From an optimization exercise on the open Yosys and OpenROAD flow, aimed at small area; shortcuts taken in it are not production practice. Only simulation tests tie the RTL to the original design; equivalence was not proved. Power and IR drop assume default switching activity.

[design/flow/design.v]
`timescale 1ns/1ps
module key_decode (
    input  logic       clk25,
    input  logic       rst_n,
    input  logic       key_strobe,
    input  logic [7:0] key_code,
    output logic [2:0] turn,      
    output logic       restart
);
    localparam logic [1:0] DIR_UP    = 2'd0;
    localparam logic [1:0] DIR_DOWN  = 2'd1;
    localparam logic [1:0] DIR_LEFT  = 2'd2;
    localparam logic [1:0] DIR_RIGHT = 2'd3;
    logic       is_arrow;
    logic       is_restart;
    logic [1:0] key_dir;
    always_comb begin
        is_arrow = 1'b1;
        key_dir  = DIR_UP;
        case (key_code)
            8'h75:    key_dir = DIR_UP;
            8'h72:  key_dir = DIR_DOWN;
            8'h6B:  key_dir = DIR_LEFT;
            8'h74: key_dir = DIR_RIGHT;
            default:    is_arrow = 1'b0;
        endcase
    end
    assign is_restart = (key_code == 8'h29);
    always_ff @(posedge clk25 or negedge rst_n) begin
        if (!rst_n) begin
            turn    <= {1'b0, DIR_RIGHT};
            restart <= 1'b0;
        end else begin
            restart <= key_strobe && is_restart;   
            if (key_strobe && is_arrow) begin
                turn <= {1'b1, key_dir};
            end else if (key_strobe && is_restart) begin
                turn[2] <= 1'b0;
            end
        end
    end
endmodule
`timescale 1ns/1ps
module snake_execute (
    input  logic                        clk25,
    input  logic                        rst_n,
    input  logic                        step,
    input  logic [2:0]                  turn,      
    input  logic                        restart,
    output logic [16-1:0][12:0] body,
    output logic [12:0]                 apple,
    output logic [4:0]                  length,
    output logic [6:0]                  score,
    output logic                        dead
);
    localparam logic [1:0] DIR_UP    = 2'd0;
    localparam logic [1:0] DIR_DOWN  = 2'd1;
    localparam logic [1:0] DIR_LEFT  = 2'd2;
    localparam logic [1:0] DIR_RIGHT = 2'd3;
    logic [1:0]  dir;          
    logic [1:0]  last_dir;     
    logic [5:0]  step_mod_x;   
    logic [5:0]  step_mod_y;   
    logic [12:0] head_nxt;
    logic        eat;
    logic        grow;
    logic        turn_ok;
    logic [4:0]  len_nxt;
    logic [6:0]  head_x;
    logic [5:0]  head_y;
    function automatic logic [12:0] start_cell(input integer idx);
        if (idx < 4) begin
            start_cell = {6'd0, 7'(4 - 1 - idx)};
        end else begin
            start_cell = {6'(50), 7'(64)};
        end
    endfunction
    assign head_x = body[0][6:0];
    assign head_y = body[0][12:7];
    always_comb begin
        dead = (head_x >= 7'(64)) || (head_y >= 6'(48));
        for (int i = 1; i < 16; i++) begin
            if (i < int'(length) && body[i] == body[0]) begin
                dead = 1'b1;
            end
        end
    end
    always_comb begin
        head_nxt = body[0];
        case (dir)
            DIR_UP:   head_nxt[12:7] = head_y - 6'd1;
            DIR_DOWN: head_nxt[12:7] = head_y + 6'd1;
            DIR_LEFT: head_nxt[6:0]  = head_x - 7'd1;
            default:  head_nxt[6:0]  = head_x + 7'd1;
        endcase
    end
    assign eat     = (body[0] == apple);
    assign grow    = eat && (length < 5'(16));
    assign len_nxt = grow ? length + 5'd1 : length;
    assign turn_ok = turn[2] && (turn[1] != last_dir[1]);   
    assign score   = 7'(length - 5'(4));
    always_ff @(posedge clk25 or negedge rst_n) begin
        if (!rst_n) begin
            for (int i = 0; i < 16; i++) begin
                body[i] <= start_cell(i);
            end
            length     <= 5'(4);
            dir        <= DIR_RIGHT;
            last_dir   <= DIR_RIGHT;
            apple      <= {6'(0), 7'(6)};
            step_mod_x <= '0;
            step_mod_y <= '0;
        end else if (restart) begin
            for (int i = 0; i < 16; i++) begin
                body[i] <= start_cell(i);
            end
            length     <= 5'(4);
            dir        <= DIR_RIGHT;
            last_dir   <= DIR_RIGHT;
            apple      <= {6'(0), 7'(6)};
            step_mod_x <= '0;
            step_mod_y <= '0;
        end else begin
            if (turn_ok) begin
                dir <= turn[1:0];
            end
            if (step) begin
                step_mod_x <= (step_mod_x == 6'(64 - 2)) ? 6'd0 : step_mod_x + 6'd1;
                step_mod_y <= (step_mod_y == 6'(48 - 2)) ? 6'd0 : step_mod_y + 6'd1;
                if (!dead) begin
                    for (int i = 1; i < 16; i++) begin
                        if (i < int'(len_nxt)) begin
                            body[i] <= body[i-1];
                        end
                    end
                    body[0]  <= head_nxt;
                    last_dir <= dir;
                    length   <= len_nxt;
                    if (eat) begin
                        apple <= {step_mod_y, 1'b0, step_mod_x};
                    end
                end
            end
        end
    end
endmodule
`timescale 1ns/1ps
module pixel_result (
    input  logic                        clk25,
    input  logic                        rst_n,
    input  logic [19:0]                 pix,      
    input  logic [16-1:0][12:0] body,     
    input  logic [4:0]                  length,
    input  logic [12:0]                 apple,
    output logic [11:0]                 rgb
);
    logic [9:0]  px;
    logic [9:0]  py;
    logic [12:0] pix_cell;
    logic        on_board;
    logic        hit_snake;
    logic        hit_apple;
    logic [11:0] rgb_nxt;
    assign px = pix[19:10];
    assign py = pix[9:0];
    always_comb begin
        pix_cell[6:0]  = 7'(px / 10'(10));
        pix_cell[12:7] = 6'(py / 10'(10));
    end
    assign on_board = (px < 10'(64 * 10))
                   && (py < 10'(48 * 10));
    always_comb begin
        hit_snake = 1'b0;
        for (int i = 0; i < 16; i++) begin
            if (i < int'(length) && body[i] == pix_cell) begin
                hit_snake = 1'b1;
            end
        end
    end
    assign hit_apple = (pix_cell == apple);
    always_comb begin
        if (!on_board) begin
            rgb_nxt = 12'h000;
        end else if (hit_snake) begin
            rgb_nxt = 12'h00F;   
        end else if (hit_apple) begin
            rgb_nxt = 12'h0F0;
        end else begin
            rgb_nxt = 12'hFFF;
        end
    end
    always_ff @(posedge clk25 or negedge rst_n) begin
        if (!rst_n) begin
            rgb <= 12'h000;
        end else begin
            rgb <= rgb_nxt;
        end
    end
endmodule
`timescale 1ns/1ps
module snake_top (
    input  logic        clk25,
    input  logic        rst_n,
    input  logic        key_strobe,
    input  logic [7:0]  key_code,
    input  logic        step,
    input  logic [19:0] pix,
    output logic [11:0] rgb,
    output logic [12:0] head,
    output logic [12:0] apple,
    output logic [6:0]  score,
    output logic        dead
);
    logic [2:0]                  turn;
    logic                        restart;
    logic [16-1:0][12:0] body;
    logic [4:0]                  length;   
    key_decode i_key_decode (
        .clk25      (clk25),
        .rst_n      (rst_n),
        .key_strobe (key_strobe),
        .key_code   (key_code),
        .turn       (turn),
        .restart    (restart)
    );
    snake_execute i_snake_execute (
        .clk25   (clk25),
        .rst_n   (rst_n),
        .step    (step),
        .turn    (turn),
        .restart (restart),
        .body    (body),
        .apple   (apple),
        .length  (length),
        .score   (score),
        .dead    (dead)
    );
    pixel_result i_pixel_result (
        .clk25  (clk25),
        .rst_n  (rst_n),
        .pix    (pix),
        .body   (body),
        .length (length),
        .apple  (apple),
        .rgb    (rgb)
    );
    assign head = body[0];
endmodule
[design/flow/run.sh]
#!/bin/bash
# synth_recipe.tcl (not shown) runs the flow's synth.tcl, then flattens the netlist and writes it again
# the make line also repeats each setting of config.mk as NAME=value (left out here)
make -C /OpenROAD-flow-scripts/flow DESIGN_CONFIG=/design/flow/config.mk WORK_HOME=/design/flow/orfs CLKGATE_MAP_FILE= SYNTH_SCRIPT=/design/flow/synth_recipe.tcl finish
[design/flow/constraint.sdc]
create_clock -name core_clock -period 10.0 [get_ports {clk25}]
set_input_delay 2.0000 -clock core_clock [delete_from_list [all_inputs] [get_ports {clk25}]]
set_output_delay 2.0000 -clock core_clock [all_outputs]
set_load 0.01 [all_outputs]
[design/flow/config.mk]
export PLATFORM = sky130hd
export DESIGN_NAME = snake_top
export DESIGN_NICKNAME = snake_top
export VERILOG_FILES = /design/flow/design.v
export SDC_FILE = /design/flow/constraint.sdc
export NUM_CORES = 4
export LEC_CHECK = 0
export CAP_MARGIN = 20
export CORE_MARGIN = 2
export CORE_UTILIZATION = 40
export PLACE_DENSITY = 0.6
export SLEW_MARGIN = 20
==> results.json <==
{
  "p_int_mw": 3.348,
  "syn_avg_cell_area_um2": 8.766,
  "drc": 0,
  "path_max_fanout": 28,
  "drt_pass1_iterations": 5,
  "grt_overflow": 0,
  "drt-total-wl_um": 58330,
  "required_ps": 10450,
  "power_frac_clock": 0.197,
  "crit_path_top_delay_cell": "clkdlybuf4s50_1",
  "htree_levels": 1,
  "max_freq_mhz": 134.7,
  "min_period_over_period": 0.7425,
  "sw_frac_of_total": 0.4351,
  "clock_latency_ps": 570,
  "drv_slew": 0,
  "place_area_um2": 19330,
  "die_x_um": 218.5,
  "cts_tree": "yes",
  "whs_path_depth": 2,
  "setup_viol": 0,
  "power_frac_seq": 0.335,
  "path_class": "input pin to register",
  "design_area_um2": 20440,
  "grt_pass1_vias": 15160,
  "power.leakage_nw": 8.680,
  "ir_drop_uv": 196.7,
  "ctsResizeCount": 0,
  "wl_per_cell_um": 21.63,
  "track_usage": 0.2432,
  "power_frac_comb": 0.469,
  "grt_pass1_wl_um": 90580,
  "hold_buffers": 0,
  "min_period_ps": 7425,
  "post-place-ws_ps": 2112,
  "design.portCount": 78,
  "final-seq-area_um2": 6260,
  "hp-class": "register to register",
  "dp.cells": 2641,
  "hold_start": "i_key_decode.turn[1]",
  "fin_skew_ps": 16.52,
  "holdWs_ps": 484.9,
  "layout_commonest_cell": "nand2_1",
  "tns_ps": 0,
  "area_growth_pct": 11.07,
  "postCtsSetupBuffers": 0,
  "synth_ff_type": "dfrtp_1",
  "grt_max_degree": 127,
  "first_iter_violations": 1547,
  "p_sw_mw": 2.579,
  "yosysUniqueCellTypes": 100,
  "hpwl_um": 39620,
  "clock_sinks": 247,
  "cts_inserted_buffers": 29,
  "nFillCells": 4429,
  "powerDensity_nw_per_um2": 290.0,
  "multi_input_area_um2": 11110,
  "r2r_cells": 13,
  "critical_path.max_stage_delay_ps": 950,
  "path_clk_slew_ps": 60,
  "rrSetupSlack_ps": 3960,
  "synth_edf_count": 0,
  "ant_nets": 0,
  "vias_per_cell": 5.762,
  "design.core.area_um2": 45380,
  "fin_nets": 2126,
  "die_y_um": 218.5,
  "antenna_found_initial": 1,
  "rr_startpoint": "i_snake_execute.length[4]",
  "placement.io_buffers": 74,
  "num_vias": 15540,
  "yosysSeqAreaShare": 0.3400,
  "async_flop_share": 1.000,
  "cts.path.max_buffers": 3,
  "syn_area_um2": 18400,
  "rsz0062_at_grt": "no",
  "ys_warn_count": 3,
  "syn_inst": 2099,
  "r2r_end": "i_snake_execute.body[196]",
  "maxCapViolCount": 0,
  "cp-start-kind": "input pin",
  "drive_above_1_share": 0.1060,
  "crit_path_cell_trace": "clkdlybuf4s50_1 -> or3b_1 -> a32oi_1 -> a31o_1 -> a221oi_1 -> a311o_1 -> nor3_4 -> buf_4 -> xnor2_1 -> or4_1 -> o221ai_1 -> a2111oi_1 -> a21oi_1 -> nor2_1 -> and4b_1",
  "layout_common_cells": "nand2_1 (267), xnor2_1 (241), xor2_1 (197)",
  "rows": 78,
  "cp_data_arrival_time_ps": 7870,
  "worstSetupEndpointType": "register",
  "status": "complete, no violations",
  "relSlewSlack": 0.2589,
  "hold_viol": 0,
  "worst_pin_slew_ps": 1102,
  "die_area_um2": 47730,
  "ys_seq_elements": 247,
  "syn-num-nets": 2152,
  "fin_cells": 2696,
  "cts_root_buf": "clkbuf_16",
  "gp_congestion": 0.9359,
  "whs_endpoint": "i_key_decode.turn[1]",
  "fin_ws_ps": 2575,
  "start_util": 0.4054
}
[synth_stat cells (6+ instances only)]
master | count | area share
a21oi_1 | 51 | 0.014
xor2_1 | 197 | 0.094
a22o_1 | 15 | 0.0071
a211oi_1 | 9 | 0.0037
a31o_2 | 24 | 0.011
xnor2_1 | 241 | 0.11
mux2i_1 | 58 | 0.032
clkbuf_1 | 63 | 0.013
nand3_1 | 28 | 0.0076
buf_6 | 6 | 0.0037
dfstp_2 | 60 | 0.086
a31oi_1 | 19 | 0.0065
o211ai_1 | 6 | 0.0024
buf_2 | 59 | 0.016
nor4b_1 | 7 | 0.0033
ha_1 | 19 | 0.013
a21o_1 | 12 | 0.0049
nor2_1 | 138 | 0.028
nor2b_1 | 36 | 0.012
or2_2 | 6 | 0.0020
or3_1 | 7 | 0.0024
o21ai_0 | 123 | 0.033
and2_1 | 7 | 0.0024
nand2b_1 | 16 | 0.0054
nor3_1 | 26 | 0.0071
and3b_1 | 6 | 0.0029
inv_1 | 40 | 0.0082
buf_4 | 43 | 0.018
dfrtp_1 | 187 | 0.25
nor4_1 | 58 | 0.020
nand4_1 | 87 | 0.030
nand2_1 | 267 | 0.054
or4_1 | 11 | 0.0045
o2111ai_1 | 6 | 0.0029
o211a_1 | 6 | 0.0033
o22ai_1 | 10 | 0.0034
[power groups by stage]
stage	clock network, mW	registers [mW]	logic, mW
2_1_floorplan	0	1.78	2.15
4_1_cts	1.18	1.97	2.75
6_report	1.17	1.98	2.78
3_3_place_gp	0	1.98	2.67
3_5_place_dp	0	1.99	2.74
5_1_grt	1.23	2.04	3.04
[registers in the layout (all words and copies together) (netlist names), 2 cells and up]
signal	count
i_snake_execute.dir	2
i_snake_execute.step_mod_y	6
i_key_decode.turn	3
i_snake_execute.step_mod_x	6
i_snake_execute.body	208
i_snake_execute.apple	12
i_pixel_result.rgb	3
i_snake_execute.length	5
[kinds of logic after synthesis]
family / after synthesis / share of synthesized area
compound gates: 369 / 0.1393
xor+xnor: 438 / 0.2085
fa+ha+maj: 21 / 0.01510
buf+inv: 217 / 0.05950
flops: 247 / 0.3400
mux: 58 / 0.03155
other cells: 1 / 0.0002038
simple gates: 748 / 0.2058
[worst max path at each step]
stage	from	endpoint	cells past startpoint
after detailed placement	pix[16]	i_pixel_result.rgb[10]	15
after global placement	pix[16]	i_pixel_result.rgb[10]	15
after global routing	pix[16]	i_pixel_result.rgb[10]	15
after CTS	pix[16]	i_pixel_result.rgb[10]	15
final	pix[16]	i_pixel_result.rgb[10]	15
after floorplan	pix[6]	i_pixel_result.rgb[10]	17
[worst max-delay path, delay by kind of cell]
family                    cells  cell delay, ps
xor gates and xnor gates      1             110
AOI/OAI and AO/OA             7            2140
buffers and inverters         2            1310
and+or+nand+nor               5            2300
[cell type report]
| cell class | count | share of cell area |
|---|---|---|
| sequential | 247 | 0.3063 |
| clock buffer | 36 | 0.03925 |
| tap | 600 | 0.03674 |
| timing repair buffer | 119 | 0.05400 |
| inverter | 41 | 0.007653 |
| antenna | 1 | 0.0001225 |
| clock inverter | 17 | 0.01218 |
| multi-input combinational | 1635 | 0.5437 |
[per-layer routing]
metal  vias up  global-route usage  part of all wire
met4         0             0.08571             0.035
met2       593              0.3815              0.45
met5         -                   0                 0
met3       126             0.03424             0.072
met1      7553              0.3413              0.45
li1       7263                   -                 -
[metrics by stage]
stage / total power, mW / utilization
floorplan: 3.927 / -
global placement: 4.657 / 0.4260
detailed placement: 4.729 / 0.4260
CTS: 5.908 / 0.4492
global route: 6.306 / 0.4503
finish: 5.927 / 0.4503

==> afterwards: timing with drivers on the ports <==
In the flow no input, the clock included, has a driving cell. The finished layout below was timed again as built, in two steps.
Step 1: set_driving_cell puts a clkbuf_16 on clk25 and a buf_2 on each other input, an assumption about the parent block.
Step 2 times the ports against the registers' clock, not the clock port: input delays grow and output delays shrink by t, the midpoint of the rising clock arrivals with the driver on.
a / b / c = ideal / step 1 / step 2; a / b = the first two.
t (ns): 0.612
setup slack, ns: 2.575 / 2.597 / 1.985
hold WS [ns]: 0.485 / 0.485 / 0.485
slew at the worst register clock pin (ns): 0.07 / 0.07
worst data-port slew with drivers (ns): 0.06
After both steps this run still meets setup and hold. For this run, drivers alone change the setup slack by +0.022 ns; drivers and shift together by -0.590 ns.
